This design comes from an exercise in tuning for a short achievable clock period and few clock cycles on the open sky130 flow, not from production work. RTL that was checked went through simulation tests only; none was proved equivalent to the original. For run 3, only the layout was checked, not whether the RTL still works. No activity file was given, so power comes from the tool's default toggle rates.

<file path="flow/config.mk">
export PLATFORM = sky130hd
export DESIGN_NAME = rv_pipeline
export DESIGN_NICKNAME = rv_pipeline
export VERILOG_FILES = /design/flow/design.v
export SDC_FILE = /design/flow/constraint.sdc
export NUM_CORES = 4
export LEC_CHECK = 0
export CAP_MARGIN = 20
export CORE_MARGIN = 2
export CORE_UTILIZATION = 40
export SETUP_SLACK_MARGIN = 3.0
export SLEW_MARGIN = 20
</file>
<file path="flow/constraint.sdc">
create_clock -name core_clock -period 6.0 [get_ports {clock}]
set_input_delay 1.2000 -clock core_clock [delete_from_list [all_inputs] [get_ports {clock}]]
set_output_delay 1.2000 -clock core_clock [all_outputs]
set_load 0.01 [all_outputs]
</file>
<file path="flow/design.v">
`default_nettype none
package rv_pipeline_pkg;
    typedef enum logic [6:0] {
        OPC_OP     = 7'b0110011,
        OPC_OP_IMM = 7'b0010011,
        OPC_LOAD   = 7'b0000011,
        OPC_STORE  = 7'b0100011,
        OPC_BRANCH = 7'b1100011,
        OPC_SYSTEM = 7'b1110011
    } opcode_e;
    typedef enum logic [2:0] {
        ALU_ADD, ALU_SUB, ALU_AND, ALU_OR, ALU_XOR, ALU_SLT
    } alu_op_e;
    typedef enum logic [1:0] {
        BUS_NONE  = 2'd0,
        BUS_LOAD  = 2'd1,
        BUS_STORE = 2'd2
    } bus_cmd_e;
    typedef struct packed {
        logic [31:0]       inst;
        logic [32-1:0]  pc;
        logic              valid;
    } fetch_pkt_t;
    typedef struct packed {
        logic [32-1:0]      pc;
        logic [32-1:0]      rs1_val;   
        logic [32-1:0]      rs2_val;
        logic [32-1:0]      imm;
        logic [5-1:0] rd;
        alu_op_e               alu_op;
        logic                  use_imm;   
        logic                  is_load;
        logic                  is_store;
        logic                  br_eq;
        logic                  br_ne;
        logic                  halt;      
        logic                  wr_reg;    
        logic                  valid;
    } decode_pkt_t;
    typedef struct packed {
        logic [32-1:0]      pc;
        logic [32-1:0]      result;      
        logic [32-1:0]      store_data;
        logic [5-1:0] rd;
        logic                  is_load;
        logic                  is_store;
        logic                  halt;
        logic                  wr_reg;
        logic                  valid;
        logic                  br_taken;
        logic [32-1:0]      br_target;
    } exec_pkt_t;
    typedef struct packed {
        logic                  valid;
        logic [5-1:0] rd;
        logic [32-1:0]      value;
        logic                  is_load;
    } fwd_t;
    typedef struct packed {
        logic             taken;
        logic [32-1:0] target;
    } redirect_t;
    typedef struct packed {
        logic                  valid;
        logic [32-1:0]      pc;
        logic                  wr_en;
        logic [5-1:0] wr_idx;
        logic [32-1:0]      wr_data;
    } commit_t;
endpackage
`default_nettype wire
`timescale 1ns/1ps
`default_nettype none
module register_file (
    input  logic                  clock,
    input  logic                  wr_en,
    input  logic [5-1:0] wr_idx,
    input  logic [32-1:0]      wr_data,
    input  logic [5-1:0] rs1_idx,
    input  logic [5-1:0] rs2_idx,
    output logic [32-1:0]      rs1_data,
    output logic [32-1:0]      rs2_data
);
    logic [32-1:0] regs [1:32-1];
    always_ff @(posedge clock) begin
        if (wr_en && (wr_idx != 5'd0)) regs[wr_idx] <= wr_data;
    end
    assign rs1_data = (rs1_idx == 5'd0) ? '0 : regs[rs1_idx];
    assign rs2_data = (rs2_idx == 5'd0) ? '0 : regs[rs2_idx];
endmodule
`default_nettype wire
`timescale 1ns/1ps
`default_nettype none
module rv_pipeline (
    input  logic             clock,
    input  logic             reset,
    input  logic [32-1:0] mem_rdata,
    output rv_pipeline_pkg::bus_cmd_e         mem_cmd,
    output logic [32-1:0] mem_addr,
    output logic [32-1:0] mem_wdata,
    output rv_pipeline_pkg::commit_t          commit,
    output logic             halted
);
    logic [31:0] fpc;
    logic        q0_v, q1_v;
    logic [31:0] q0_inst, q1_inst, q0_pc, q1_pc;
    logic        halting;    
    logic        e_v;
    logic [31:0] e_pc, e_a, e_b, e_sd, e_alt;
    logic [4:0]  e_rd;
    logic        e_wr, e_load, e_store, e_br, e_bne, e_pred, e_halt;
    logic        e_op_add, e_op_sub, e_op_slt, e_op_xor, e_op_or, e_op_and;
    logic        e_fa_m, e_fa_w, e_fb_m, e_fb_w, e_fs_m, e_fs_w;
    logic        m_v, m_dsel, m_store, m_load, m_wr, m_halt;
    logic [31:0] m_pc, m_res, m_sd;
    logic [4:0]  m_rd;
    logic        w_v, w_wr;
    logic [4:0]  w_rd;
    logic [31:0] w_pc, w_data;
    assign mem_addr  = m_dsel ? m_res : fpc;
    assign mem_cmd   = (m_dsel && m_store) ? rv_pipeline_pkg::BUS_STORE : rv_pipeline_pkg::BUS_LOAD;
    assign mem_wdata = m_sd;
    assign commit.valid   = w_v;
    assign commit.pc      = w_pc;
    assign commit.wr_en   = w_wr;
    assign commit.wr_idx  = w_rd;
    assign commit.wr_data = w_data;
    logic [31:0] inst;
    logic [6:0]  opc;
    logic [2:0]  f3;
    logic [4:0]  rs1, rs2, rd;
    logic        d_opr, d_opi, d_load, d_store, d_br, d_sys;
    logic        use1, use2, d_wr, d_pred;
    logic [31:0] imm_i, imm_s, imm_b;
    logic [31:0] d_target, d_next;
    logic [31:0] rf1, rf2, v1, v2;
    logic        stall, issue, flush, redirect_d;
    assign inst = q0_inst;
    assign opc  = inst[6:0];
    assign f3   = inst[14:12];
    assign rs1  = inst[19:15];
    assign rs2  = inst[24:20];
    assign rd   = inst[11:7];
    assign d_opr   = (opc == 7'b0110011);
    assign d_opi   = (opc == 7'b0010011);
    assign d_load  = (opc == 7'b0000011);
    assign d_store = (opc == 7'b0100011);
    assign d_br    = (opc == 7'b1100011);
    assign d_sys   = (opc == 7'b1110011);
    assign use1 = d_opr | d_opi | d_load | d_store | d_br;
    assign use2 = d_opr | d_store | d_br;
    assign d_wr = (d_opr | d_opi | d_load) && (rd != 5'd0);
    assign imm_i = {{20{inst[31]}}, inst[31:20]};
    assign imm_s = {{20{inst[31]}}, inst[31:25], inst[11:7]};
    assign imm_b = {{19{inst[31]}}, inst[31], inst[7], inst[30:25], inst[11:8], 1'b0};
    assign d_pred   = d_br && ((f3[0] == 1'b0) == (rs1 == rs2));
    assign d_target = q0_pc + imm_b;
    assign d_next   = q0_pc + 32'd4;
    register_file u_rf (
        .clock    (clock),
        .wr_en    (w_v && w_wr),
        .wr_idx   (w_rd),
        .wr_data  (w_data),
        .rs1_idx  (rs1),
        .rs2_idx  (rs2),
        .rs1_data (rf1),
        .rs2_data (rf2)
    );
    assign v1 = (w_v && w_wr && (w_rd == rs1)) ? w_data : rf1;
    assign v2 = (w_v && w_wr && (w_rd == rs2)) ? w_data : rf2;
    logic m1, m2, w1, w2;
    assign m1 = e_v && e_wr && (e_rd == rs1);
    assign m2 = e_v && e_wr && (e_rd == rs2);
    assign w1 = m_v && m_wr && (m_rd == rs1);
    assign w2 = m_v && m_wr && (m_rd == rs2);
    assign stall = e_load && ((use1 && m1) || (use2 && m2));
    logic [31:0] a, b, sd, sum, diff, res;
    logic        lt, eq, taken, mispredict;
    assign a  = e_fa_m ? m_res : e_fa_w ? w_data : e_a;
    assign b  = e_fb_m ? m_res : e_fb_w ? w_data : e_b;
    assign sd = e_fs_m ? m_res : e_fs_w ? w_data : e_sd;
    assign sum  = a + b;
    assign diff = a - b;
    assign lt   = (a[31] != b[31]) ? a[31] : diff[31];
    assign eq   = (a == b);
    always_comb begin
        res = ({32{e_op_add}} & sum)  |
              ({32{e_op_sub}} & diff) |
              ({32{e_op_xor}} & (a ^ b)) |
              ({32{e_op_or}}  & (a | b)) |
              ({32{e_op_and}} & (a & b)) |
              {31'd0, e_op_slt & lt};
    end
    assign taken      = eq ^ e_bne;
    assign mispredict = e_v && e_br && (taken != e_pred);
    assign flush      = mispredict;
    logic fetch_ok, keep_fetch;
    assign issue      = q0_v && !stall && !halting && !flush;
    assign redirect_d = issue && d_pred;
    assign fetch_ok   = !m_dsel && (issue ? 1'b1 : !q1_v);
    assign keep_fetch = fetch_ok && !flush && !redirect_d;
    always_ff @(posedge clock) begin
        if (reset) begin
            fpc     <= 32'h0000_0000;
            q0_v    <= 1'b0;
            q1_v    <= 1'b0;
            halting <= 1'b0;
        end else begin
            if (flush)           fpc <= e_alt;
            else if (redirect_d) fpc <= d_target;
            else if (fetch_ok)   fpc <= fpc + 32'd4;
            if (flush || redirect_d) begin
                q0_v <= 1'b0;
                q1_v <= 1'b0;
            end else begin
                if (issue) begin
                    if (q1_v) begin
                        q0_v <= 1'b1;
                        q1_v <= keep_fetch;
                    end else begin
                        q0_v <= keep_fetch;
                        q1_v <= 1'b0;
                    end
                end else begin
                    if (!q0_v)      q0_v <= keep_fetch;
                    else if (!q1_v) q1_v <= keep_fetch;
                end
            end
            if (issue && d_sys) halting <= 1'b1;
        end
    end
    always_ff @(posedge clock) begin
        if (issue) begin
            if (q1_v) begin
                q0_inst <= q1_inst;
                q0_pc   <= q1_pc;
                q1_inst <= mem_rdata;
                q1_pc   <= fpc;
            end else begin
                q0_inst <= mem_rdata;
                q0_pc   <= fpc;
            end
        end else if (!q0_v) begin
            q0_inst <= mem_rdata;
            q0_pc   <= fpc;
        end else if (!q1_v) begin
            q1_inst <= mem_rdata;
            q1_pc   <= fpc;
        end
    end
    always_ff @(posedge clock) begin
        if (reset) begin
            e_v <= 1'b0;
            m_v <= 1'b0;
            m_dsel <= 1'b0;
            w_v <= 1'b0;
            halted <= 1'b0;
        end else begin
            e_v    <= issue;
            m_v    <= e_v;
            m_dsel <= e_v && (e_load || e_store);
            w_v    <= m_v;
            if (m_v && m_halt) halted <= 1'b1;
        end
    end
    always_ff @(posedge clock) begin
        e_pc     <= q0_pc;
        e_a      <= v1;
        e_b      <= (d_opi || d_load || d_store) ? (d_store ? imm_s : imm_i) : v2;
        e_sd     <= v2;
        e_rd     <= rd;
        e_wr     <= d_wr;
        e_load   <= d_load;
        e_store  <= d_store;
        e_br     <= d_br;
        e_bne    <= f3[0];
        e_pred   <= d_pred;
        e_alt    <= d_pred ? d_next : d_target;
        e_halt   <= d_sys;
        e_op_sub <= d_opr && (f3 == 3'b000) && inst[30];
        e_op_add <= !(d_opr && (f3 != 3'b000 || inst[30]));
        e_op_slt <= d_opr && (f3 == 3'b010);
        e_op_xor <= d_opr && (f3 == 3'b100);
        e_op_or  <= d_opr && (f3 == 3'b110);
        e_op_and <= d_opr && (f3 == 3'b111);
        e_fa_m   <= m1;
        e_fa_w   <= w1;
        e_fb_m   <= m2 && use2 && !d_store;
        e_fb_w   <= w2 && use2 && !d_store;
        e_fs_m   <= m2;
        e_fs_w   <= w2;
        m_pc    <= e_pc;
        m_res   <= res;
        m_sd    <= sd;
        m_rd    <= e_rd;
        m_wr    <= e_wr;
        m_load  <= e_load;
        m_store <= e_store;
        m_halt  <= e_halt;
        w_pc   <= m_pc;
        w_wr   <= m_v && m_wr;
        w_rd   <= m_rd;
        w_data <= m_load ? mem_rdata : m_res;
    end
endmodule
`default_nettype wire
</file>
<file path="flow/run.sh">
#!/bin/bash
# synth_recipe.tcl (not shown) runs the flow's synth.tcl, then flattens the netlist and writes it again
# the make line also repeats each setting of config.mk as NAME=value (left out here)
make -C /OpenROAD-flow-scripts/flow DESIGN_CONFIG=/design/flow/config.mk WORK_HOME=/design/flow/orfs CLKGATE_MAP_FILE= SYNTH_SCRIPT=/design/flow/synth_recipe.tcl finish
</file>
==> results of run 1 <==
[power by group]
part | internal (W) | switching (W)
Clock | 0.00567 | 0.00450
Combinational | 0.00470 | 0.00631
Sequential | 0.0132 | 0.00128
[repair_timing]
| action | 4_1_cts | 5_1_grt |
|---|---|---|
| buffers inserted | 188 | 96 |
| resized for setup | 742 | 217 |
| cloned | 32 | 15 |
| setup endpoints to repair | 689 | 452 |
| pin swaps | 85 | 96 |
[cell usage after synthesis, types with 94 or more instances]
| master | count |
|---|---|
| o21ai_0 | 179 |
| inv_1 | 118 |
| a211oi_1 | 94 |
| nor2_1 | 255 |
| clkbuf_1 | 195 |
| edfxtp_1 | 1120 |
| dfxtp_1 | 408 |
| ha_1 | 130 |
| a21oi_1 | 174 |
| nand2_1 | 332 |
| mux2_2 | 208 |
| mux2i_1 | 236 |
| mux4_2 | 550 |
[stage by stage]
stage | cell area [sq um] | std cells | hold slack, ns
after CTS | 88000 | 7757 | 0.301
after global placement | 77900 | 7229 | 0.310
final | 90100 | 7873 | 0.303
after global routing | 90100 | 7871 | 0.317
after detailed placement | 77900 | 7231 | 0.312
after floorplan | 73200 | 4870 | 0.310
[cells by family (layout without fill, tap and decap cells)]
| logic type | after synthesis | after routing | synth area share (%) |
|---|---|---|---|
| xor+xnor | 109 | 109 | 1.31 |
| simple gates | 829 | 832 | 5.14 |
| buf+inv | 454 | 1075 | 2.59 |
| mux | 995 | 996 | 23.5 |
| flops | 1528 | 1528 | 57.5 |
| fa+ha+maj | 134 | 134 | 2.35 |
| compound gates | 821 | 824 | 7.59 |
| other cells | 0 | 5 | 0 |
[worst paths after layout]
check / cells after the start / endpoint / start / slack (ns)
min: 0 / m_pc[4] / e_pc[4] / 0.30
min reg2reg: 0 / m_pc[4] / e_pc[4] / 0.30
max reg2reg: 13 / flip-flop / e_fb_w / 2.07
max: 13 / flip-flop / e_fb_w / 2.07
[final cells by class]
cell class | count | share of cell area (%)
Timing Repair Buffer | 648 | 8.60
Tap cell | 2370 | 3.29
Antenna cell | 5 | 0.0139
Inverter | 121 | 0.518
Sequential cell | 1528 | 46.6
Clock buffer | 217 | 5.02
Clock inverter | 89 | 0.954
Multi-Input combinational cell | 2895 | 35.0
[routing by layer]
metal / share of wire (%) / GRT usage (%) / vias to the layer above / routed length [microns]
met2: 46 / 42.7 / 2864 / 121000
met1: 39 / 38.0 / 25700 / 104000
met5: 0.0098 / 0 / - / 26
li1: - / - / 20300 / -
met4: 5.3 / 13.3 / 4 / 14200
met3: 9.8 / 6.02 / 538 / 26100
==> out/qor.txt, run 1 <==
Avg WL per Cell -> 33.7 microns
H-tree levels -> 4
RSZ-0062 raised after global routing -> true
initial antenna violation count -> 18
Clk pin slew, worst setup/hold paths -> 0.06 ns
DP Wirelength -> 153,000 microns
fin util -> 49.8%
DR pass1 iterations -> 6
Slew Viols, Final -> 0
Largest register FFs -> 992
setup ws final -> 2.07 ns
count of final setup violators -> 0
clk root buf -> clkbuf_16
Slew Limit Headroom -> 23.6%
GPL Wtd Cong -> 0.935
initial DRC count -> 6,685
total core area -> 0.181 sq mm
final hold vios -> 0
Reg with most FFs -> u_rf.regs
max_cap viols -> 0
DIE AREA -> 0.185 sq mm
Port-buffer cells -> 171
fraction of registers with async set/reset -> 0%
post-synthesis cell area -> 0.0727 sq mm
vias in the first global route -> 47,600
TritonCTS buffer count -> 167
Post-CTS Hold Fix Bufs -> 0
Slowest cell on crit path -> dfxtp_4
Via density -> 6.27
post-synth top area share -> 46.3%
grt ovf -> 0
Vias -> 49,300
largest area contributor in the netlist -> edfxtp_1
Worst Path Max Fanout -> 7
layout cell share with drive strength beyond 1 -> 35.4%
Crit Path Category -> flip-flop to flip-flop
Worst setup EP type -> flip-flop
chip width -> 430 microns
register area share after synthesis -> 57.5%
Most common cell on crit path -> mux2_4
Cell Chain, Critical Path -> buf_4, mux2i_1, o21a_1, ha_4, nor4_4, nand4_1, nor3_4, mux2_4, nor2_4, nand2_8, buf_12, mux2_4, mux2_4
area grow syn2layout -> 23.9%
most frequent cells in the layout -> edfxtp_1, mux4_2, dfxtp_1
period utilisation layout -> 65.6%
Req. time, crit path -> 6.71 ns
final net count -> 5,529
pre-CTS setup slack -> 1.11 ns
Final ANT Viol Nets -> 0
drc violations -> 0
syn_nets -> 5,038
Synth Flop Type -> edfxtp_1
TritonCTS clock tree -> yes
gr usage total -> 27.9%
synthesized flop and latch total -> 1,528
critical path's largest stage delay -> 0.42 ns
Cell variety after synth -> 93
Startpoint Class -> flip-flop
syn avg cell area -> 14.9 sq um
# rows -> 156
Hold WC Path Type -> flip-flop to flip-flop
CTS sink cnt -> 1,528
Total Wirelength -> 265,000 microns
CTS Buffer Depth -> 3
Clock Skew -> 0.0888 ns
final total power -> 0.0357 W
total of warnings raised by yosys -> 2
power per cell area -> 396 mW/mm^2
top post-synthesis cells by area -> edfxtp_1, mux4_2, dfxtp_1
Mapped Cells -> 4,870
CP arrival -> 4.65 ns
area of the multi-input gates -> 0.0315 sq mm
first-pass GRT wire length -> 366,000 microns
Period minus WS final -> 3.93 ns
measured slew at the worst slew-check pin -> 1.13 ns
Die Ht -> 430 microns
clk latency of the worst-skew pair -> 0.87 ns
Fmax -> 254 MHz
Max IR drop VDD -> 280 uV
largest net degree at the start of global routing -> 90
cell family with most CP delay -> simple AND/OR/NAND/NOR gates
# fillers -> 15,000
status -> finished clean
Initial Util -> 40.2%
EDFF count, synth -> 1,120
register area -> 0.0420 sq mm
P_leak -> 31.1 nW
commonest non-fill, non-tap cell in the layout -> edfxtp_1
total negative setup slack -> 0 ns
Top-Level Pins -> 172
Worst Path Buf+Inv -> 2
Testbench counts, summed over its fixed seeds: cycles 109,987.
==> inputs of run 2 (changes only) <==
--- a/flow/design.v
+++ b/flow/design.v
@@ -105,2 +105,3 @@
     logic        q0_v, q1_v;
+    logic        q0_new, q1_new;   
     logic [31:0] q0_inst, q1_inst, q0_pc, q1_pc;
@@ -112,3 +113,3 @@
     logic        e_op_add, e_op_sub, e_op_slt, e_op_xor, e_op_or, e_op_and;
-    logic        e_fa_m, e_fa_w, e_fb_m, e_fb_w, e_fs_m, e_fs_w;
+    logic        e_fa, e_fb, e_fs;
     logic        m_v, m_dsel, m_store, m_load, m_wr, m_halt;
@@ -136,3 +137,3 @@
     logic [31:0] rf1, rf2, v1, v2;
-    logic        stall, issue, flush, redirect_d;
+    logic        stall, issue, flush;
     assign inst = q0_inst;
@@ -155,5 +156,20 @@
     assign imm_b = {{19{inst[31]}}, inst[31], inst[7], inst[30:25], inst[11:8], 1'b0};
-    assign d_pred   = d_br && ((f3[0] == 1'b0) == (rs1 == rs2));
+    function automatic logic pred_taken(input logic [31:0] w);
+        pred_taken = (w[6:0] == 7'b1100011) && ((w[12] == 1'b0) == (w[19:15] == w[24:20]));
+    endfunction
+    function automatic logic [31:0] br_imm(input logic [31:0] w);
+        br_imm = {{19{w[31]}}, w[31], w[7], w[30:25], w[11:8], 1'b0};
+    endfunction
+    assign d_pred   = pred_taken(inst);
     assign d_target = q0_pc + imm_b;
     assign d_next   = q0_pc + 32'd4;
+    logic        redirect_f;
+    logic [31:0] f_target;
+    logic        pr0, pr1;
+    logic [31:0] t1;
+    assign pr0 = q0_v && q0_new && d_pred;
+    assign pr1 = q1_v && q1_new && pred_taken(q1_inst);
+    assign t1  = q1_pc + br_imm(q1_inst);
+    assign redirect_f = pr0 || pr1;
+    assign f_target   = pr1 ? t1 : d_target;
     register_file u_rf (
@@ -168,19 +184,37 @@
     );
-    assign v1 = (w_v && w_wr && (w_rd == rs1)) ? w_data : rf1;
-    assign v2 = (w_v && w_wr && (w_rd == rs2)) ? w_data : rf2;
-    logic m1, m2, w1, w2;
+    logic [31:0] m_val;
+    assign m_val = m_load ? mem_rdata : m_res;
+    assign v1 = (m_v && m_wr && (m_rd == rs1)) ? m_val :
+                (w_v && w_wr && (w_rd == rs1)) ? w_data : rf1;
+    assign v2 = (m_v && m_wr && (m_rd == rs2)) ? m_val :
+                (w_v && w_wr && (w_rd == rs2)) ? w_data : rf2;
+    logic m1, m2;
     assign m1 = e_v && e_wr && (e_rd == rs1);
     assign m2 = e_v && e_wr && (e_rd == rs2);
-    assign w1 = m_v && m_wr && (m_rd == rs1);
-    assign w2 = m_v && m_wr && (m_rd == rs2);
     assign stall = e_load && ((use1 && m1) || (use2 && m2));
-    logic [31:0] a, b, sd, sum, diff, res;
-    logic        lt, eq, taken, mispredict;
-    assign a  = e_fa_m ? m_res : e_fa_w ? w_data : e_a;
-    assign b  = e_fb_m ? m_res : e_fb_w ? w_data : e_b;
-    assign sd = e_fs_m ? m_res : e_fs_w ? w_data : e_sd;
-    assign sum  = a + b;
-    assign diff = a - b;
-    assign lt   = (a[31] != b[31]) ? a[31] : diff[31];
-    assign eq   = (a == b);
+    logic [31:0] a, b, sd, res;
+    logic [31:0] s00, s10, s01, s11, d00, d10, d01, sum, diff;
+    logic        e00, e10, e01, eq, lt, taken, mispredict;
+    assign a  = e_fa ? m_res : e_a;
+    assign b  = e_fb ? m_res : e_b;
+    assign sd = e_fs ? m_res : e_sd;
+    assign s00 = e_a + e_b;
+    assign s10 = m_res + e_b;
+    assign s01 = e_a + m_res;
+    assign s11 = {m_res[30:0], 1'b0};
+    assign d00 = e_a - e_b;
+    assign d10 = m_res - e_b;
+    assign d01 = e_a - m_res;
+    assign e00 = (e_a == e_b);
+    assign e10 = (m_res == e_b);
+    assign e01 = (e_a == m_res);
+    always_comb begin
+        case ({e_fa, e_fb})
+            2'b00:   begin sum = s00; diff = d00; eq = e00; end
+            2'b10:   begin sum = s10; diff = d10; eq = e10; end
+            2'b01:   begin sum = s01; diff = d01; eq = e01; end
+            default: begin sum = s11; diff = '0;  eq = 1'b1; end
+        endcase
+    end
+    assign lt = (a[31] != b[31]) ? a[31] : diff[31];
     always_comb begin
@@ -197,6 +231,7 @@
     logic fetch_ok, keep_fetch;
-    assign issue      = q0_v && !stall && !halting && !flush;
-    assign redirect_d = issue && d_pred;
-    assign fetch_ok   = !m_dsel && (issue ? 1'b1 : !q1_v);
-    assign keep_fetch = fetch_ok && !flush && !redirect_d;
+    logic adv;
+    assign adv        = q0_v && !stall && !halting;
+    assign issue      = adv && !flush;
+    assign fetch_ok   = !m_dsel && (adv || !q1_v);
+    assign keep_fetch = fetch_ok && !flush && !redirect_f;
     always_ff @(posedge clock) begin
@@ -209,5 +244,5 @@
             if (flush)           fpc <= e_alt;
-            else if (redirect_d) fpc <= d_target;
+            else if (redirect_f) fpc <= f_target;
             else if (fetch_ok)   fpc <= fpc + 32'd4;
-            if (flush || redirect_d) begin
+            if (flush) begin
                 q0_v <= 1'b0;
@@ -215,3 +250,3 @@
             end else begin
-                if (issue) begin
+                if (adv) begin
                     if (q1_v) begin
@@ -229,2 +264,4 @@
             if (issue && d_sys) halting <= 1'b1;
+            q0_new <= keep_fetch && (adv ? !q1_v : !q0_v);
+            q1_new <= keep_fetch && (adv ? q1_v : q0_v);
         end
@@ -232,3 +269,3 @@
     always_ff @(posedge clock) begin
-        if (issue) begin
+        if (adv) begin
             if (q1_v) begin
@@ -285,8 +322,5 @@
         e_op_and <= d_opr && (f3 == 3'b111);
-        e_fa_m   <= m1;
-        e_fa_w   <= w1;
-        e_fb_m   <= m2 && use2 && !d_store;
-        e_fb_w   <= w2 && use2 && !d_store;
-        e_fs_m   <= m2;
-        e_fs_w   <= w2;
+        e_fa     <= m1;
+        e_fb     <= m2 && use2 && !d_store;
+        e_fs     <= m2;
         m_pc    <= e_pc;
==> run 2 against run 1 <==
Design area grew 11%; global-route usage rose by 1.1 points; non-clock buffer count up 69; worst hold slack gained 0.021 ns; cell count rose by 21%; clock skew fell by 0.051 ns; die area increased by 11%; clock power is 5% higher; routed wire length grew 16%; sequential power hardly changed; still clean; critical path type unchanged.
==> out/qor.txt, run 2 <==
status -> finished clean
largest area contributor in the netlist -> edfxtp_1
initial DRC count -> 7,379
proportion of synthesized area in mux cells -> 19.8%
Cell variety after synth -> 87
max layer used -> met5
total negative setup slack -> 0 ns
Startpoint Class -> flip-flop
largest family of logic cells by synthesized area -> multiplexers
Period minus WS final -> 3.49 ns
most common cell in the netlist -> edfxtp_1
Hold WC Path Type -> flip-flop to flip-flop
cell family with most CP delay -> compound AO/OA/AOI/OAI gates
syn_nets -> 6,545
met2 WL -> 144,000 microns
Slew Viols, Final -> 0
GPL Wtd Cong -> 0.988
Fmax -> 286 MHz
synthesized-area fraction occupied by adder cells -> 4.63%
clk latency of the worst-skew pair -> 0.85 ns
TritonCTS clock tree -> yes
Initial Util -> 40.1%
vias in the first global route -> 57,400
Total Wirelength -> 307,000 microns
layout cell share with drive strength beyond 1 -> 31.2%
critical path's largest stage delay -> 0.52 ns
clk root buf -> clkbuf_16
chip width -> 454 microns
Max IR drop VDD -> 352 uV
top post-synthesis cells by area -> edfxtp_1, mux4_2, dfxtp_1
count of final setup violators -> 0
RSZ-0062 raised after global routing -> true
Worst Path Max Fanout -> 5
DR WL met3 -> 27,200 microns
Synth top cells by count -> edfxtp_1, mux4_2, nand2_1
commonest non-fill, non-tap cell in the layout -> edfxtp_1
Avg WL per Cell -> 32.1 microns
register area share after synthesis -> 51.7%
final net count -> 7,054
final hold vios -> 0
Post-Synth Simple-Gate Area -> 7.10%
area grow syn2layout -> 23.8%
post-synth top area share -> 41.7%
Port-buffer cells -> 171
Largest register FFs -> 992
grt ovf -> 0
measured slew at the worst slew-check pin -> 1.20 ns
Final ANT Viol Nets -> 0
DR pass1 iterations -> 9
period utilisation layout -> 58.2%
H-tree levels -> 4
Compound-Gate Fraction of Synth Area -> 10.6%
Req. time, crit path -> 6.73 ns
Mapped Cells -> 6,216
Crit Path Category -> flip-flop to flip-flop
syn avg cell area -> 13.0 sq um
EDFF count, synth -> 1,122
initial antenna violation count -> 11
power per cell area -> 431 mW/mm^2
DIE AREA -> 0.206 sq mm
gr usage total -> 29.0%
Worst R2R Setup Slack -> 2.51 ns
DP Wirelength -> 193,000 microns
fraction of registers with async set/reset -> 0%
Die Ht -> 454 microns
Reg with most FFs -> u_rf.regs
# rows -> 165
P_leak -> 36.6 nW
first-pass GRT wire length -> 428,000 microns
largest net degree at the start of global routing -> 67
CTS sink cnt -> 1,527
Post-CTS Hold Fix Bufs -> 0
TritonCTS buffer count -> 167
Final Cell Area -> 0.100 sq mm
Top-Level Pins -> 172
Via density -> 6.24
# fillers -> 17,300
Post-Synth XOR/XNOR Area -> 2.92%
Slew Limit Headroom -> 20.0%
synthesized flop and latch total -> 1,527
post-place instance area -> 0.0862 sq mm
CP arrival -> 4.23 ns
Slowest cell on crit path -> or4_1
Cell Chain, Critical Path -> nand2b_4, buf_6, nand2_2, o21ai_2, ha_2, fa_2, nand3_4, a21oi_4, o21ai_4, a21oi_4, o41ai_4, buf_6, o31ai_2, xor2_1, o221ai_1, a21oi_1, or4_1
WL met1 -> 117,000 microns
total of warnings raised by yosys -> 2
Worst setup EP type -> flip-flop
CTS Buffer Depth -> 3
Vias -> 59,600
Clk pin slew, worst setup/hold paths -> 0.07 ns
drc violations -> 0
Synth Flop Type -> edfxtp_1
max_cap viols -> 0
Clock Skew -> 0.0379 ns
post-synthesis cell area -> 0.0809 sq mm
total core area -> 0.201 sq mm
most frequent cells in the layout -> edfxtp_1, mux4_2, nand2_1
Worst Path Buf+Inv -> 2
run 2: report_power, final:
group	internal (W)	leakage, nW	switching, W
Clock	0.00614	2.72	0.00454
Combinational	0.00750	20.2	0.0103
Sequential	0.0133	13.6	0.00135
Total	0.0269	36.6	0.0162
run 2: final timing paths:
check                start        end  cells past startpoint
setup / recovery      e_fa  m_res[30]                     17
hold / removal    m_pc[16]   w_pc[16]                      0
setup reg to reg      e_fa  m_res[30]                     17
hold reg to reg   m_pc[16]   w_pc[16]                      0
run 2: cells by family after synthesis:
kind of cell,Yosys count
AOI/OAI and AO/OA,1291
xor gates and xnor gates,270
adders and majority gates,295
buffers and inverters,651
DFF,1527
muxes,892
and+or+nand+nor,1290
run 2: cell type report:
| cell class | instances | area (sq um) | share of cell area [%] |
|---|---|---|---|
| clock inverters | 94 | 1060 | 1.06 |
| flip-flops and latches | 1527 | 42000 | 42.0 |
| diodes | 16 | 40.0 | 0.0400 |
| inverters | 265 | 1010 | 1.01 |
| multi-input cells | 4046 | 40000 | 40.0 |
| clock buffers | 212 | 4510 | 4.51 |
| well taps | 2672 | 3340 | 3.34 |
| repair buffers | 717 | 8100 | 8.09 |
| repair inverters | 1 | 7.51 | 0.00750 |
run 2: metal layers:
layer / track usage [%] / up-vias
met5: 0 / -
met2: 46.2 / 3405
met4: 16.2 / 2
met1: 37.8 / 30400
met3: 4.79 / 641
li1: - / 25100
run 2: worst register-to-register path, cell delays in order (launching register included):
cell and delay, ns:
dfxtp_4 0.37, nand2b_4 0.17, buf_6 0.15, nand2_2 0.07
o21ai_2 0.05, ha_2 0.20, fa_2 0.44, nand3_4 0.10
a21oi_4 0.08, o21ai_4 0.21, a21oi_4 0.11, o41ai_4 0.24
buf_6 0.18, o31ai_2 0.07, xor2_1 0.15, o221ai_1 0.21
a21oi_1 0.07, or4_1 0.52
run 2: per-stage QoR:
stage,power [W],instances,hold WS (ns),util (%),worst slack [ns]
6_report,0.0431,9550,0.324,49.7,2.51
5_1_grt,0.0447,9546,0.328,49.7,2.43
4_1_cts,0.0419,9367,0.326,48.4,2.55
3_5_place_dp,0.0285,8826,0.312,42.8,1.33
3_3_place_gp,0.0285,8825,0.310,42.8,1.33
2_1_floorplan,0.0232,6216,0.310,-,2.60
run 2: repair_timing:
item                                    CTS  global route
resized for setup                       931           346
setup buffers                           201           157
pin swaps                               132           131
endpoints found under the setup margin  464           357
gates cloned                             34            10
Testbench counts of run 2, summed over its fixed seeds: cycles 109,889.
==> inputs of run 3 (changes only) <==
--- a/flow/design.v
+++ b/flow/design.v
@@ -107,2 +107,3 @@
     logic [31:0] q0_inst, q1_inst, q0_pc, q1_pc;
+    logic [31:0] q0_tgt, q1_tgt;      
     logic        halting;    
@@ -163,3 +164,3 @@
     assign d_pred   = pred_taken(inst);
-    assign d_target = q0_pc + imm_b;
+    assign d_target = q0_tgt;
     assign d_next   = q0_pc + 32'd4;
@@ -171,3 +172,3 @@
     assign pr1 = q1_v && q1_new && pred_taken(q1_inst);
-    assign t1  = q1_pc + br_imm(q1_inst);
+    assign t1  = q1_tgt;
     assign redirect_f = pr0 || pr1;
@@ -230,3 +231,59 @@
     assign flush      = mispredict;
+    localparam int NC = 16;
+    logic [NC-1:0] c_v, c_pred, hitv;
+    logic [29:0]   c_tag [NC];
+    logic [31:0]   c_inst [NC];
+    logic [31:0]   c_tgt [NC];
+    logic [$clog2(NC)-1:0] c_ptr;
+    logic          hit, h_pred;
+    logic [31:0]   h_inst, h_tgt;
+    always_comb begin
+        h_inst = '0;
+        h_tgt  = '0;
+        for (int i = 0; i < NC; i++) begin
+            hitv[i] = c_v[i] && (c_tag[i] == fpc[31:2]);
+            h_inst  = h_inst | ({32{hitv[i]}} & c_inst[i]);
+            h_tgt   = h_tgt  | ({32{hitv[i]}} & c_tgt[i]);
+        end
+        hit    = |hitv;
+        h_pred = |(hitv & c_pred);
+    end
+    logic        fill;
+    logic [31:0] fill_inst, fill_pc, fill_tgt;
+    logic        fill_pred;
+    assign fill      = (q0_v && q0_new) || (q1_v && q1_new);
+    assign fill_inst = q1_new ? q1_inst : q0_inst;
+    assign fill_pc   = q1_new ? q1_pc : q0_pc;
+    assign fill_pred = q1_new ? pr1 : pr0;
+    assign fill_tgt  = q1_new ? t1 : d_target;
+    logic        st_last;     
+    logic [29:0] st_word;
+    always_ff @(posedge clock) begin
+        if (reset) begin
+            c_v     <= '0;
+            c_ptr   <= '0;
+            st_last <= 1'b0;
+        end else begin
+            st_last <= m_dsel && m_store;
+            for (int i = 0; i < NC; i++)
+                if (st_last && (c_tag[i] == st_word)) c_v[i] <= 1'b0;
+            if (fill) begin
+                c_v[c_ptr] <= 1'b1;
+                c_ptr      <= c_ptr + 1'b1;
+            end
+        end
+    end
+    always_ff @(posedge clock) begin
+        st_word <= m_res[31:2];
+        if (fill) begin
+            c_tag[c_ptr]  <= fill_pc[31:2];
+            c_inst[c_ptr] <= fill_inst;
+            c_pred[c_ptr] <= fill_pred;
+            c_tgt[c_ptr]  <= fill_tgt;
+        end
+    end
     logic fetch_ok, keep_fetch;
+    logic [31:0] f_word, f_tgt;
+    assign f_word = m_dsel ? h_inst : mem_rdata;
+    assign f_tgt  = m_dsel ? h_tgt : fpc + br_imm(mem_rdata);
     logic adv;
@@ -234,3 +291,3 @@
     assign issue      = adv && !flush;
-    assign fetch_ok   = !m_dsel && (adv || !q1_v);
+    assign fetch_ok   = (hit || !m_dsel) && (adv || !q1_v);
     assign keep_fetch = fetch_ok && !flush && !redirect_f;
@@ -245,3 +302,3 @@
             else if (redirect_f) fpc <= f_target;
-            else if (fetch_ok)   fpc <= fpc + 32'd4;
+            else if (fetch_ok)   fpc <= (hit && h_pred) ? h_tgt : fpc + 32'd4;
             if (flush) begin
@@ -264,4 +321,4 @@
             if (issue && d_sys) halting <= 1'b1;
-            q0_new <= keep_fetch && (adv ? !q1_v : !q0_v);
-            q1_new <= keep_fetch && (adv ? q1_v : q0_v);
+            q0_new <= keep_fetch && !hit && (adv ? !q1_v : !q0_v);
+            q1_new <= keep_fetch && !hit && (adv ? q1_v : q0_v);
         end
@@ -273,14 +330,19 @@
                 q0_pc   <= q1_pc;
-                q1_inst <= mem_rdata;
+                q0_tgt  <= q1_tgt;
+                q1_inst <= f_word;
                 q1_pc   <= fpc;
+                q1_tgt  <= f_tgt;
             end else begin
-                q0_inst <= mem_rdata;
+                q0_inst <= f_word;
                 q0_pc   <= fpc;
+                q0_tgt  <= f_tgt;
             end
         end else if (!q0_v) begin
-            q0_inst <= mem_rdata;
+            q0_inst <= f_word;
             q0_pc   <= fpc;
+            q0_tgt  <= f_tgt;
         end else if (!q1_v) begin
-            q1_inst <= mem_rdata;
+            q1_inst <= f_word;
             q1_pc   <= fpc;
+            q1_tgt  <= f_tgt;
         end
==> run 3 against run 2 <==
The layout now fails its checks (slew limit); cell count rose by 80%; via count up 88%; first-iteration DRC count grew to 2.6 times the previous value; count of clock-buffer cells in the layout up 231; maximum frequency shrank 8.3%; combinational power increased by 49%; clock skew rose by 0.042 ns; non-clock buffer count rose by 894; register-to-register slack worse by 0.32 ns; critical path type unchanged; largest power group is now registers.
==> out/qor.txt, run 3 <==
status -> complete, but fails checks
Failed Checks -> slew limit
Cell variety after synth -> 85
RSZ-0062 raised after global routing -> true
Initial Util -> 40.1%
clk latency of the worst-skew pair -> 1.02 ns
largest area contributor in the netlist -> edfxtp_1
Hold WC Path Type -> flip-flop to flip-flop
Final Cell Area -> 0.192 sq mm
measured slew at the worst slew-check pin -> 1.54 ns
final net count -> 12,200
Worst R2R Start -> e_a[28]
largest net degree at the start of global routing -> 95
Worst Path Max Fanout -> 7
Via density -> 6.54
FF-to-FF End -> q0_new
first-pass GRT wire length -> 890,000 microns
Hold Path Origin -> e_pc[2]
CTS Buffer Depth -> 4
post-synth top area share -> 54.5%
Slowest cell on crit path -> o211ai_1
Worst setup EP type -> flip-flop
register area share after synthesis -> 60.7%
syn_nets -> 10,900
initial antenna violation count -> 56
critical path's largest stage delay -> 1.04 ns
Clock Skew -> 0.0802 ns
Req. time, crit path -> 6.83 ns
WHS Endpoint -> m_pc[2]
total of warnings raised by yosys -> 2
Clk pin slew, worst setup/hold paths -> 0.06 ns
initial DRC count -> 19,400
Mapped Cells -> 10,600
period utilisation layout -> 63.5%
total negative setup slack -> 0 ns
Reg with most FFs -> u_rf.regs
final hold vios -> 0
Slew Limit Headroom -> -2.40%
syn avg cell area -> 14.1 sq um
Min-Delay Path Depth -> 0
power per cell area -> 399 mW/mm^2
Top-Level Pins -> 172
P_leak -> 66.4 nW
chip width -> 614 microns
EDFF count, synth -> 2,706
clk root buf -> clkbuf_16
most common cell in the netlist -> edfxtp_1
Slew Viols, Final -> 30
layout cell share with drive strength beyond 1 -> 32.9%
most frequent cells in the layout -> edfxtp_1, xnor2_1, buf_4
Worst Setup SP -> e_a[28]
Startpoint Class -> flip-flop
count of final setup violators -> 0
Fmax -> 263 MHz
Regs by FF count -> u_rf.regs x992, c_inst x512, c_tgt x512
fraction of registers with async set/reset -> 0%
Die Ht -> 614 microns
CTS sink cnt -> 3,163
GPL Wtd Cong -> 0.966
DP Wirelength -> 377,000 microns
Largest register FFs -> 992
Vias -> 112,000
Period minus WS final -> 3.81 ns
Port-buffer cells -> 171
# rows -> 224
grt ovf -> 0
Cell Chain, Critical Path -> ha_4, nand4_1, nor3_4, buf_6, nand3_2, o211ai_1, xnor2_2, buf_4, nor2_4, nor2_2, buf_6, buf_8, buf_12, buf_4, nand2_8, nor3_2
area grow syn2layout -> 29.1%
Synth Flop Type -> edfxtp_1
H-tree levels -> 5
max_cap viols -> 0
cells on worst reg2reg path -> 16
Avg WL per Cell -> 38.8 microns
DIE AREA -> 0.377 sq mm
synthesized flop and latch total -> 3,163
top post-synthesis cells by area -> edfxtp_1, mux4_2, dfxtp_1
Synth top cells by count -> edfxtp_1, xnor2_1, nand2_1
fin util -> 51.8%
Worst R2R Setup Slack -> 2.19 ns
DR pass1 iterations -> 9
Final ANT Viol Nets -> 0
TritonCTS clock tree -> yes
post-place instance area -> 0.159 sq mm
drc violations -> 0
CP arrival -> 4.64 ns
vias in the first global route -> 105,000
total core area -> 0.372 sq mm
Max IR drop VDD -> 279 uV
gr usage total -> 33.8%
Total Wirelength -> 665,000 microns
Crit Path Category -> flip-flop to flip-flop
post-synthesis cell area -> 0.149 sq mm
Worst Hold Slack -> 0.325 ns
commonest non-fill, non-tap cell in the layout -> edfxtp_1
TritonCTS buffer count -> 347
final total power -> 0.0768 W
[run 3: area by class of cell]
type                    instances  area (sq um)
repair buffers               1611         20300
inverters                     248           956
clock buffers                 443          9390
well taps                    4972          6220
fillers                     30300        179000
clock inverters               195          2050
multi-input cells            6482         62600
flip-flops and latches       3163         90800
diodes                         35          87.6
[run 3: routing by layer]
| metal | track usage, % | share of wire, % | vias to the layer above |
|---|---|---|---|
| met2 | 50.1 | 43 | 9008 |
| met4 | 22.9 | 8.5 | 20 |
| met1 | 44.0 | 35 | 57100 |
| met3 | 8.25 | 13 | 1964 |
| met5 | 0 | 0.019 | - |
| li1 | - | - | 44000 |
[run 3: logic make-up after synthesis]
| group | count (synthesis) | synth area share, % |
|---|---|---|
| flip-flops | 3163 | 60.7 |
| AND/OR/NAND/NOR | 2174 | 7.23 |
| AO/OA/AOI/OAI | 1822 | 8.65 |
| XOR/XNOR | 1215 | 7.14 |
| multiplexers | 1002 | 11.6 |
| buffers and inverters | 937 | 2.52 |
| adder cells (fa/ha/maj) | 263 | 2.24 |
[run 3: critical path, delay by kind of cell (launching register included)]
family	cells	cell delay, ns
AND/OR/NAND/NOR	7	0.85
adder cells (fa/ha/maj)	1	0.29
XOR/XNOR	1	0.20
flip-flops	1	0.39
buffers and inverters	6	0.91
AO/OA/AOI/OAI	1	1.04
[run 3: worst max path at each step]
| stage | cells past startpoint | slack (ns) | end |
|---|---|---|---|
| finish | 16 | 2.19 | q0_new |
| global route | 16 | 2.25 | fpc[12] |
| CTS | 4 | 2.35 | mem_addr[6] |
| detailed placement | 14 | 0.78 | q0_tgt[31] |
| global placement | 14 | 0.63 | q0_tgt[23] |
| floorplan | 18 | 2.10 | m_res[30] |
[run 3: power by group]
| group | total, W | internal [W] | switching [W] | leakage, nW |
|---|---|---|---|---|
| Sequential | 0.0282 | 0.0266 | 0.00168 | 28.5 |
| Combinational | 0.0266 | 0.0105 | 0.0161 | 32.4 |
| Clock | 0.0219 | 0.0125 | 0.00937 | 5.59 |
| Total | 0.0768 | 0.0496 | 0.0272 | 66.4 |
[run 3: timing repair]
item                        CTS  global route
gates resized for setup    2097           601
setup buffers               659           241
pin swaps                   454           371
hold buffers                  0             0
setup endpoints to repair  2107           945
cloned                       98            24
[run 3: through the flow]
step / cells / worst slack [ns]
after floorplan: 10600 / 2.10
after global placement: 15500 / 0.632
after detailed placement: 15500 / 0.783
after CTS: 16800 / 2.35
after global routing: 17100 / 2.25
final: 17100 / 2.19
==> inputs of run 4 (changes only) <==
--- a/flow/design.v
+++ b/flow/design.v
@@ -107,4 +107,4 @@
     logic [31:0] q0_inst, q1_inst, q0_pc, q1_pc;
-    logic [31:0] q0_tgt, q1_tgt;      
-    logic        halting;    
+    logic [31:0] q0_tgt, q1_tgt;   
+    logic        halting;          
     logic        e_v;
@@ -118,2 +118,4 @@
     logic [4:0]  m_rd;
+    logic [31:0] m_aq, f_aq;       
+    logic [1:0]  m_cmd;
     logic        w_v, w_wr;
@@ -121,4 +123,4 @@
     logic [31:0] w_pc, w_data;
-    assign mem_addr  = m_dsel ? m_res : fpc;
-    assign mem_cmd   = (m_dsel && m_store) ? rv_pipeline_pkg::BUS_STORE : rv_pipeline_pkg::BUS_LOAD;
+    assign mem_addr  = m_aq | f_aq;
+    assign mem_cmd   = rv_pipeline_pkg::bus_cmd_e'(m_cmd);
     assign mem_wdata = m_sd;
@@ -129,2 +131,8 @@
     assign commit.wr_data = w_data;
+    function automatic logic pred_taken(input logic [31:0] w);
+        pred_taken = (w[6:0] == 7'b1100011) && ((w[12] == 1'b0) == (w[19:15] == w[24:20]));
+    endfunction
+    function automatic logic [31:0] br_imm(input logic [31:0] w);
+        br_imm = {{19{w[31]}}, w[31], w[7], w[30:25], w[11:8], 1'b0};
+    endfunction
     logic [31:0] inst;
@@ -135,6 +143,5 @@
     logic        use1, use2, d_wr, d_pred;
-    logic [31:0] imm_i, imm_s, imm_b;
-    logic [31:0] d_target, d_next;
+    logic [31:0] imm_i, imm_s;
     logic [31:0] rf1, rf2, v1, v2;
-    logic        stall, issue, flush;
+    logic        stall, adv, issue, flush;
     assign inst = q0_inst;
@@ -156,21 +163,3 @@
     assign imm_s = {{20{inst[31]}}, inst[31:25], inst[11:7]};
-    assign imm_b = {{19{inst[31]}}, inst[31], inst[7], inst[30:25], inst[11:8], 1'b0};
-    function automatic logic pred_taken(input logic [31:0] w);
-        pred_taken = (w[6:0] == 7'b1100011) && ((w[12] == 1'b0) == (w[19:15] == w[24:20]));
-    endfunction
-    function automatic logic [31:0] br_imm(input logic [31:0] w);
-        br_imm = {{19{w[31]}}, w[31], w[7], w[30:25], w[11:8], 1'b0};
-    endfunction
-    assign d_pred   = pred_taken(inst);
-    assign d_target = q0_tgt;
-    assign d_next   = q0_pc + 32'd4;
-    logic        redirect_f;
-    logic [31:0] f_target;
-    logic        pr0, pr1;
-    logic [31:0] t1;
-    assign pr0 = q0_v && q0_new && d_pred;
-    assign pr1 = q1_v && q1_new && pred_taken(q1_inst);
-    assign t1  = q1_tgt;
-    assign redirect_f = pr0 || pr1;
-    assign f_target   = pr1 ? t1 : d_target;
+    assign d_pred = pred_taken(inst);
     register_file u_rf (
@@ -231,3 +220,3 @@
     assign flush      = mispredict;
-    localparam int NC = 16;
+    localparam int NC = 8;
     logic [NC-1:0] c_v, c_pred, hitv;
@@ -236,3 +225,3 @@
     logic [31:0]   c_tgt [NC];
-    logic [$clog2(NC)-1:0] c_ptr;
+    logic [2:0]    c_ptr;     
     logic          hit, h_pred;
@@ -252,3 +241,2 @@
     logic [31:0] fill_inst, fill_pc, fill_tgt;
-    logic        fill_pred;
     assign fill      = (q0_v && q0_new) || (q1_v && q1_new);
@@ -256,4 +244,3 @@
     assign fill_pc   = q1_new ? q1_pc : q0_pc;
-    assign fill_pred = q1_new ? pr1 : pr0;
-    assign fill_tgt  = q1_new ? t1 : d_target;
+    assign fill_tgt  = q1_new ? q1_tgt : q0_tgt;
     logic        st_last;     
@@ -280,3 +267,3 @@
             c_inst[c_ptr] <= fill_inst;
-            c_pred[c_ptr] <= fill_pred;
+            c_pred[c_ptr] <= pred_taken(fill_inst);
             c_tgt[c_ptr]  <= fill_tgt;
@@ -284,14 +271,27 @@
     end
-    logic fetch_ok, keep_fetch;
-    logic [31:0] f_word, f_tgt;
+    logic        fetch_ok, keep_fetch, f_pred, dsel_n;
+    logic [31:0] f_word, f_tgt, fpc_n;
     assign f_word = m_dsel ? h_inst : mem_rdata;
     assign f_tgt  = m_dsel ? h_tgt : fpc + br_imm(mem_rdata);
-    logic adv;
-    assign adv        = q0_v && !stall && !halting;
-    assign issue      = adv && !flush;
+    assign f_pred = m_dsel ? h_pred : pred_taken(mem_rdata);
+    assign adv   = q0_v && !stall && !halting;
+    assign issue = adv && !flush;
     assign fetch_ok   = (hit || !m_dsel) && (adv || !q1_v);
-    assign keep_fetch = fetch_ok && !flush && !redirect_f;
+    assign keep_fetch = fetch_ok && !flush;
+    always_comb begin
+        if (reset)         fpc_n = 32'h0000_0000;
+        else if (flush)    fpc_n = e_alt;
+        else if (fetch_ok) fpc_n = f_pred ? f_tgt : fpc + 32'd4;
+        else               fpc_n = fpc;
+    end
+    assign dsel_n = !reset && e_v && (e_load || e_store);
+    always_ff @(posedge clock) begin
+        fpc    <= fpc_n;
+        f_aq   <= dsel_n ? '0 : fpc_n;
+        m_aq   <= dsel_n ? (e_fa ? s10 : s00) : '0;  
+        m_cmd  <= (dsel_n && e_store) ? 2'd2 : 2'd1;
+        m_dsel <= dsel_n;
+    end
     always_ff @(posedge clock) begin
         if (reset) begin
-            fpc     <= 32'h0000_0000;
             q0_v    <= 1'b0;
@@ -300,5 +300,2 @@
         end else begin
-            if (flush)           fpc <= e_alt;
-            else if (redirect_f) fpc <= f_target;
-            else if (fetch_ok)   fpc <= (hit && h_pred) ? h_tgt : fpc + 32'd4;
             if (flush) begin
@@ -351,6 +348,5 @@
         if (reset) begin
-            e_v <= 1'b0;
-            m_v <= 1'b0;
-            m_dsel <= 1'b0;
-            w_v <= 1'b0;
+            e_v    <= 1'b0;
+            m_v    <= 1'b0;
+            w_v    <= 1'b0;
             halted <= 1'b0;
@@ -359,3 +355,2 @@
             m_v    <= e_v;
-            m_dsel <= e_v && (e_load || e_store);
             w_v    <= m_v;
@@ -376,3 +371,3 @@
         e_pred   <= d_pred;
-        e_alt    <= d_pred ? d_next : d_target;
+        e_alt    <= d_pred ? q0_pc + 32'd4 : q0_tgt;
         e_halt   <= d_sys;
--- a/flow/config.mk
+++ b/flow/config.mk
@@ -7,3 +7,3 @@
 export LEC_CHECK = 0
-export CAP_MARGIN = 20
+export CAP_MARGIN = 35
 export CORE_MARGIN = 2
@@ -11,2 +11,2 @@
 export SETUP_SLACK_MARGIN = 3.0
-export SLEW_MARGIN = 20
+export SLEW_MARGIN = 35
==> run 4 against run 3 <==
Now clean on timing, DRC and antenna; die area decreased by 20%; worst hold slack got worse by 0.0061 ns; clock power decreased by 23%; count of clock-buffer cells in the layout decreased by 81; critical path depth decreased by 2; synthesized cell count decreased by 17%; critical endpoint is now f_aq[24].
==> out/qor.txt, run 4 <==
status -> finished clean
Via density -> 6.28
largest family of logic cells by synthesized area -> multiplexers
Worst Setup SP -> fpc[5]
initial antenna violation count -> 33
Cell Chain, Critical Path -> buf_6, xnor2_1, nand4_1, or4_4, nor4_4, buf_4, or4_4, nor2_4, a21oi_4, buf_12, nor3_1, nor3_2, o31ai_4, a311oi_2
Final ANT Viol Nets -> 0
RSZ-0062 raised after global routing -> true
gr usage total -> 31.1%
Total Wirelength -> 485,000 microns
TritonCTS clock tree -> yes
Top-Level Pins -> 172
count of final setup violators -> 0
Crit Path Category -> flip-flop to flip-flop
CP arrival -> 4.37 ns
Port-buffer cells -> 171
Compound-Gate Fraction of Synth Area -> 9.39%
Reg with most FFs -> u_rf.regs
Hold WC Path Type -> flip-flop to flip-flop
DIE AREA -> 0.301 sq mm
CTS Buffer Depth -> 4
Clk pin slew, worst setup/hold paths -> 0.06 ns
Psw -> 0.0189 W
CTS sink cnt -> 2,460
total negative setup slack -> 0 ns
Sequential Power Share -> 37.9%
final net count -> 9,984
period utilisation layout -> 59.6%
Synth Flop Type -> edfxtp_1
DP Wirelength -> 299,000 microns
Startpoint Class -> flip-flop
cell family with most CP delay -> simple AND/OR/NAND/NOR gates
commonest non-fill, non-tap cell in the layout -> edfxtp_1
total core area -> 0.295 sq mm
Fmax -> 280 MHz
top post-synthesis cells by area -> edfxtp_1, mux4_2, dfxtp_1
Hold Path Origin -> e_pc[0]
layout cell share with drive strength beyond 1 -> 33.9%
final hold vios -> 0
Worst setup EP type -> flip-flop
register area share after synthesis -> 57.9%
Post-Synth XOR/XNOR Area -> 5.53%
max_cap viols -> 0
Clock Skew -> 0.0862 ns
Max IR drop VDD -> 261 uV
largest net degree at the start of global routing -> 73
post-synthesis cell area -> 0.119 sq mm
first-pass GRT wire length -> 661,000 microns
Worst Hold Slack -> 0.319 ns
EDFF count, synth -> 1,946
Initial Util -> 40.3%
Synth top cells by count -> edfxtp_1, nand2_1, xnor2_1
clk root buf -> clkbuf_16
Worst Path Buf+Inv -> 3
syn_nets -> 9,076
synthesized flop and latch total -> 2,460
final total power -> 0.0565 W
Die Ht -> 549 microns
proportion of power drawn by the clock network -> 30.0%
Vias -> 86,800
area grow syn2layout -> 26.8%
Logic pwr share -> 32.1%
TritonCTS buffer count -> 278
Most common cell on crit path -> or4_4
# rows -> 199
Cell variety after synth -> 93
Worst R2R Start -> fpc[5]
measured slew at the worst slew-check pin -> 1.05 ns
most frequent cells in the layout -> edfxtp_1, buf_4, mux4_2
Slowest cell on crit path -> or4_4
P_leak -> 52.4 nW
Worst Path Max Fanout -> 6
pre-CTS setup slack -> 0.854 ns
sw frac -> 33.4%
drc violations -> 0
fraction of registers with async set/reset -> 0%
Period minus WS final -> 3.58 ns
most common cell in the netlist -> edfxtp_1
Req. time, crit path -> 6.80 ns
syn avg cell area -> 13.6 sq um
Largest register FFs -> 992
total of warnings raised by yosys -> 2
Post-CTS Hold Fix Bufs -> 0
DR pass1 iterations -> 7
# fillers -> 24,500
Avg WL per Cell -> 35.1 microns
vias in the first global route -> 83,900
post-synth top area share -> 49.3%
proportion of synthesized area in mux cells -> 14.1%
H-tree levels -> 5
largest area contributor in the netlist -> edfxtp_1
clk latency of the worst-skew pair -> 0.94 ns
fin util -> 51.1%
Regs by FF count -> u_rf.regs x992, c_inst x256, c_tgt x256
GPL Wtd Cong -> 0.996
Post-Synth Simple-Gate Area -> 6.84%
power per cell area -> 376 mW/mm^2
grt ovf -> 0
setup ws final -> 2.42 ns
Slew Limit Headroom -> 30.1%
Int Pwr -> 0.0376 W
Mapped Cells -> 8,747
critical path's largest stage delay -> 0.56 ns
Worst R2R Setup Slack -> 2.42 ns
Slew Viols, Final -> 0
synthesized-area fraction occupied by adder cells -> 3.16%
initial DRC count -> 12,400
chip width -> 549 microns
-- run 4: layout make-up --
cell class	instances	area, sq um	area share, %
Inverter	295	1170	0.779
Tap cell	3919	4900	3.26
Antenna cell	27	67.6	0.0449
Timing Repair Buffer	1219	13900	9.24
Multi-Input combinational cell	5401	52300	34.7
Sequential cell	2460	69200	46.0
Clock inverter	137	1350	0.899
Clock buffer	362	7560	5.03
-- run 4: cells by family (layout without fill, tap and decap cells) --
logic type      after synthesis  count (layout)
flops                      2460            2460
simple gates               1729            1735
compound gates             1681            1683
mux                         939             939
buf+inv                     894            2013
xor+xnor                    749             749
fa+ha+maj                   295             295
other cells                   0              27
-- run 4: path summary, 6_finish.rpt --
kind | to | depth (start not counted)
worst max-delay path | f_aq[24] | 14
worst min register to register | m_pc[0] | 0
worst min-delay path | m_pc[0] | 0
worst max register to register | f_aq[24] | 14
-- run 4: timing repair --
action / in CTS / in global routing
resized for setup: 1715 / 478
pin swaps: 384 / 337
setup endpoints to repair: 1372 / 405
cloned: 66 / 14
buffers inserted: 389 / 236
-- run 4: power by group through the flow --
stage / combinational (W) / sequential (W) / clock [W]
2_1_floorplan: 0.00756 / 0.0215 / 0
3_3_place_gp: 0.0126 / 0.0216 / 0
3_5_place_dp: 0.0126 / 0.0216 / 0
4_1_cts: 0.0159 / 0.0213 / 0.0171
5_1_grt: 0.0190 / 0.0214 / 0.0178
6_report: 0.0182 / 0.0214 / 0.0169
-- run 4: stage by stage --
stage,instance area [sq um],instances
floorplan,119000,8747
global placement,126000,12600
detailed placement,127000,12600
CTS,146000,13500
global route,150000,13800
finish,150000,13800
-- run 4: per-layer routing --
layer | GRT usage [%] | vias up | part of all wire, %
met5 | 0 | - | 0.018
met4 | 20.2 | 12 | 7.8
met3 | 6.08 | 1291 | 10
met2 | 48.5 | 5618 | 45
met1 | 39.7 | 44400 | 37
li1 | - | 35500 | -
Testbench counts of run 4, summed over its fixed seeds: cycles 100,653.
==> inputs of run 5 (changes only) <==
--- a/flow/config.mk
+++ b/flow/config.mk
@@ -9,3 +9,3 @@
 export CORE_MARGIN = 2
-export CORE_UTILIZATION = 40
+export CORE_UTILIZATION = 55
 export SETUP_SLACK_MARGIN = 3.0
==> run 5 against run 4 <==
Still clean on timing, DRC and antenna; combinational power barely moved; area after synthesis is the same; first-iteration DRC count is 26% higher; critical endpoint is now m_aq[28]; largest cell class unchanged.
==> out/qor.txt, run 5 <==
met3 Usage GRT -> 15.2%
area grow syn2layout -> 27.8%
critical path's largest stage delay -> 0.37 ns
final total power -> 0.0565 W
met1 usage -> 59.1%
RSZ-0062 raised after global routing -> true
syn_nets -> 9,076
Reg with most FFs -> u_rf.regs
power per cell area -> 373 mW/mm^2
total negative setup slack -> 0 ns
proportion of synthesized area in mux cells -> 14.1%
top post-synthesis cells by area -> edfxtp_1, mux4_2, dfxtp_1
synthesized-area fraction occupied by adder cells -> 3.16%
Startpoint Class -> flip-flop
post-synth top area share -> 49.3%
CTS Buffer Depth -> 4
Max IR drop VDD -> 357 uV
largest area contributor in the netlist -> edfxtp_1
Req. time, crit path -> 6.81 ns
Worst Path Buf+Inv -> 2
syn avg cell area -> 13.6 sq um
most common cell in the netlist -> edfxtp_1
Post-Synth Simple-Gate Area -> 6.84%
Hold WC Path Type -> flip-flop to flip-flop
most frequent cells in the layout -> edfxtp_1, buf_4, mux4_2
Crit Path Category -> flip-flop to flip-flop
GPL Wtd Cong -> 1.01
chip width -> 468 microns
DIE AREA -> 0.219 sq mm
Slew Viols, Final -> 0
count of final setup violators -> 0
Worst setup EP type -> flip-flop
# rows -> 170
Final ANT Viol Nets -> 0
total core area -> 0.214 sq mm
DR pass1 iterations -> 9
drc violations -> 0
initial DRC count -> 15,600
EDFF count, synth -> 1,946
CP arrival -> 4.37 ns
status -> finished clean
Total Wirelength -> 501,000 microns
pre-CTS setup slack -> 1.09 ns
grt ovf -> 0
layout cell share with drive strength beyond 1 -> 35.8%
final net count -> 10,100
Compound-Gate Fraction of Synth Area -> 9.39%
TritonCTS clock tree -> yes
final hold vios -> 0
Post-Synth XOR/XNOR Area -> 5.53%
Worst R2R Setup Slack -> 2.44 ns
fraction of registers with async set/reset -> 0%
commonest non-fill, non-tap cell in the layout -> edfxtp_1
Regs by FF count -> u_rf.regs x992, c_inst x256, c_tgt x256
largest family of logic cells by synthesized area -> multiplexers
clk root buf -> clkbuf_16
setup ws final -> 2.44 ns
largest net degree at the start of global routing -> 95
CP endpoint -> m_aq[28]
Most common cell on crit path -> buf_4
gr usage total -> 43.9%
Worst R2R Start -> e_b[0]
Fmax -> 281 MHz
first-pass GRT wire length -> 665,000 microns
Synth Flop Type -> edfxtp_1
Worst Hold Slack -> 0.324 ns
P_leak -> 53.5 nW
CP Depth -> 14
Cell Chain, Critical Path -> ha_4, fa_2, nor2b_4, o211ai_1, buf_4, a31oi_4, a221oi_4, o31a_1, o31ai_1, buf_4, or2_4, a311oi_4, mux2i_2, o21a_2
Clock Skew -> 0.0838 ns
cells on worst reg2reg path -> 14
GRT busiest layer -> met2
Worst Path Max Fanout -> 5
Die Ht -> 468 microns
Via density -> 7.04
Initial Util -> 55.3%
vias in the first global route -> 83,100
synthesized flop and latch total -> 2,460
met2 usage in global routing -> 62.1%
TritonCTS buffer count -> 281
Clk pin slew, worst setup/hold paths -> 0.06 ns
Slew Limit Headroom -> 29.9%
Mapped Cells -> 8,747
DP Wirelength -> 303,000 microns
FF-to-FF End -> m_aq[28]
Slowest cell on crit path -> fa_2
H-tree levels -> 5
CTS sink cnt -> 2,460
Vias -> 90,200
total of warnings raised by yosys -> 2
post-synthesis cell area -> 0.119 sq mm
Cell variety after synth -> 93
max_cap viols -> 0
Post-CTS Hold Fix Bufs -> 0
clk latency of the worst-skew pair -> 0.99 ns
Port-buffer cells -> 171
period utilisation layout -> 59.3%
Worst Setup SP -> e_b[0]
initial antenna violation count -> 58
Period minus WS final -> 3.56 ns
Largest register FFs -> 992
Synth top cells by count -> edfxtp_1, nand2_1, xnor2_1
Top-Level Pins -> 172
register area share after synthesis -> 57.9%
cell family with most CP delay -> compound AO/OA/AOI/OAI gates
measured slew at the worst slew-check pin -> 1.02 ns
Avg WL per Cell -> 39.1 microns
run 5: cell types whose count changed in the layout (fill, tap and decap cells not counted), moves of 18 or more:
cell / delta
buf_12: +31
a221oi_1: -18
clkbuf_8: +20
clkbuf_16: +19
dfxtp_4: +19
o21ai_2: +21
a21oi_4: +29
a21oi_1: -44
run 5: power by group:
group          internal (W)  leakage (nW)  switching, W
logic               0.00762          27.0        0.0104
clock network       0.00993          4.38       0.00700
registers            0.0202          22.2       0.00137
total                0.0377          53.5        0.0188
run 5: layer usage:
metal	vias up	share of wire, %
li1	35600	-
met1	45300	35
met2	7589	42
met3	1620	15
met4	52	7.4
met5	-	0.12
run 5: stage by stage:
step,instance area [sq um],cells,utilization [%]
after detailed placement,126000,11500,58.6
final,152000,12800,70.7
after global routing,152000,12800,70.7
after CTS,146000,12500,68.2
after floorplan,119000,8747,-
after global placement,125000,11500,58.3
run 5: final cells by class:
cell class / count / area [sq um]
Antenna cell: 25 / 62.6
Fill cell: 14300 / 62800
Clock buffer: 382 / 7980
Multi-Input combinational cell: 5407 / 53200
Tap cell: 2838 / 3550
Inverter: 295 / 1170
Clock inverter: 100 / 906
Sequential cell: 2460 / 69300
Timing Repair Buffer: 1297 / 15400
run 5: worst min-delay path by stage:
stage / from / to / slack (ns) / depth (start not counted)
final: m_pc[3] / w_pc[3] / 0.32 / 0
after global routing: m_pc[0] / w_pc[0] / 0.33 / 0
after CTS: e_pc[2] / m_pc[2] / 0.32 / 0
after detailed placement: e_pc[15] / m_pc[15] / 0.31 / 0
after global placement: m_pc[30] / w_pc[30] / 0.31 / 0
after floorplan: e_halt / m_halt / 0.31 / 0
run 5: logic make-up (layout without fill, tap and decap cells):
kind of cell             Yosys count  in the layout
AO/OA/AOI/OAI                   1681           1681
XOR/XNOR                         749            749
AND/OR/NAND/NOR                 1729           1743
multiplexers                     939            939
flip-flops                      2460           2460
buffers and inverters            894           2074
other                              0             25
adder cells (fa/ha/maj)          295            295
run 5: repair_timing:
item	4_1_cts	5_1_grt
pin swaps	383	394
resized for setup	1875	579
endpoints found under the setup margin	1427	474
gates cloned	69	33
hold endpoints to repair	0	0
buffers inserted	451	233

separate check: timing with driven ports:
Ports are ideal in the flow. The routed layouts listed here were re-timed in OpenROAD. Step 1 assumes that a clkbuf_16 drives the clock port and a buf_2 every other input. Step 2, shift: input delay + t, output delay - t, t = (earliest + latest rising clock arrival at the registers) / 2. This alone moves slack from input paths to output paths. a / b / c = no drivers / after step 1 / after step 2; a / b = the first two.
run	shift t [ns]	setup WS [ns]	slew at the worst register clock pin (ns)	pins driven straight from the clock port
run 1	0.906	2.066 / 2.066 / 2.066	0.07 / 0.07	1
run 2	0.930	2.507 / 2.459 / 2.507	0.07 / 0.07	1
run 3	1.070	2.192 / 2.192 / 1.481	0.07 / 0.07	1
run 4	1.005	2.423 / 2.423 / 1.575	0.07 / 0.07	1
run 5	1.029	2.443 / 2.443 / 1.618	0.07 / 0.07	1
For run 4, which loses most, drivers alone change the setup slack by 0.000 ns; drivers and shift together by -0.848 ns.
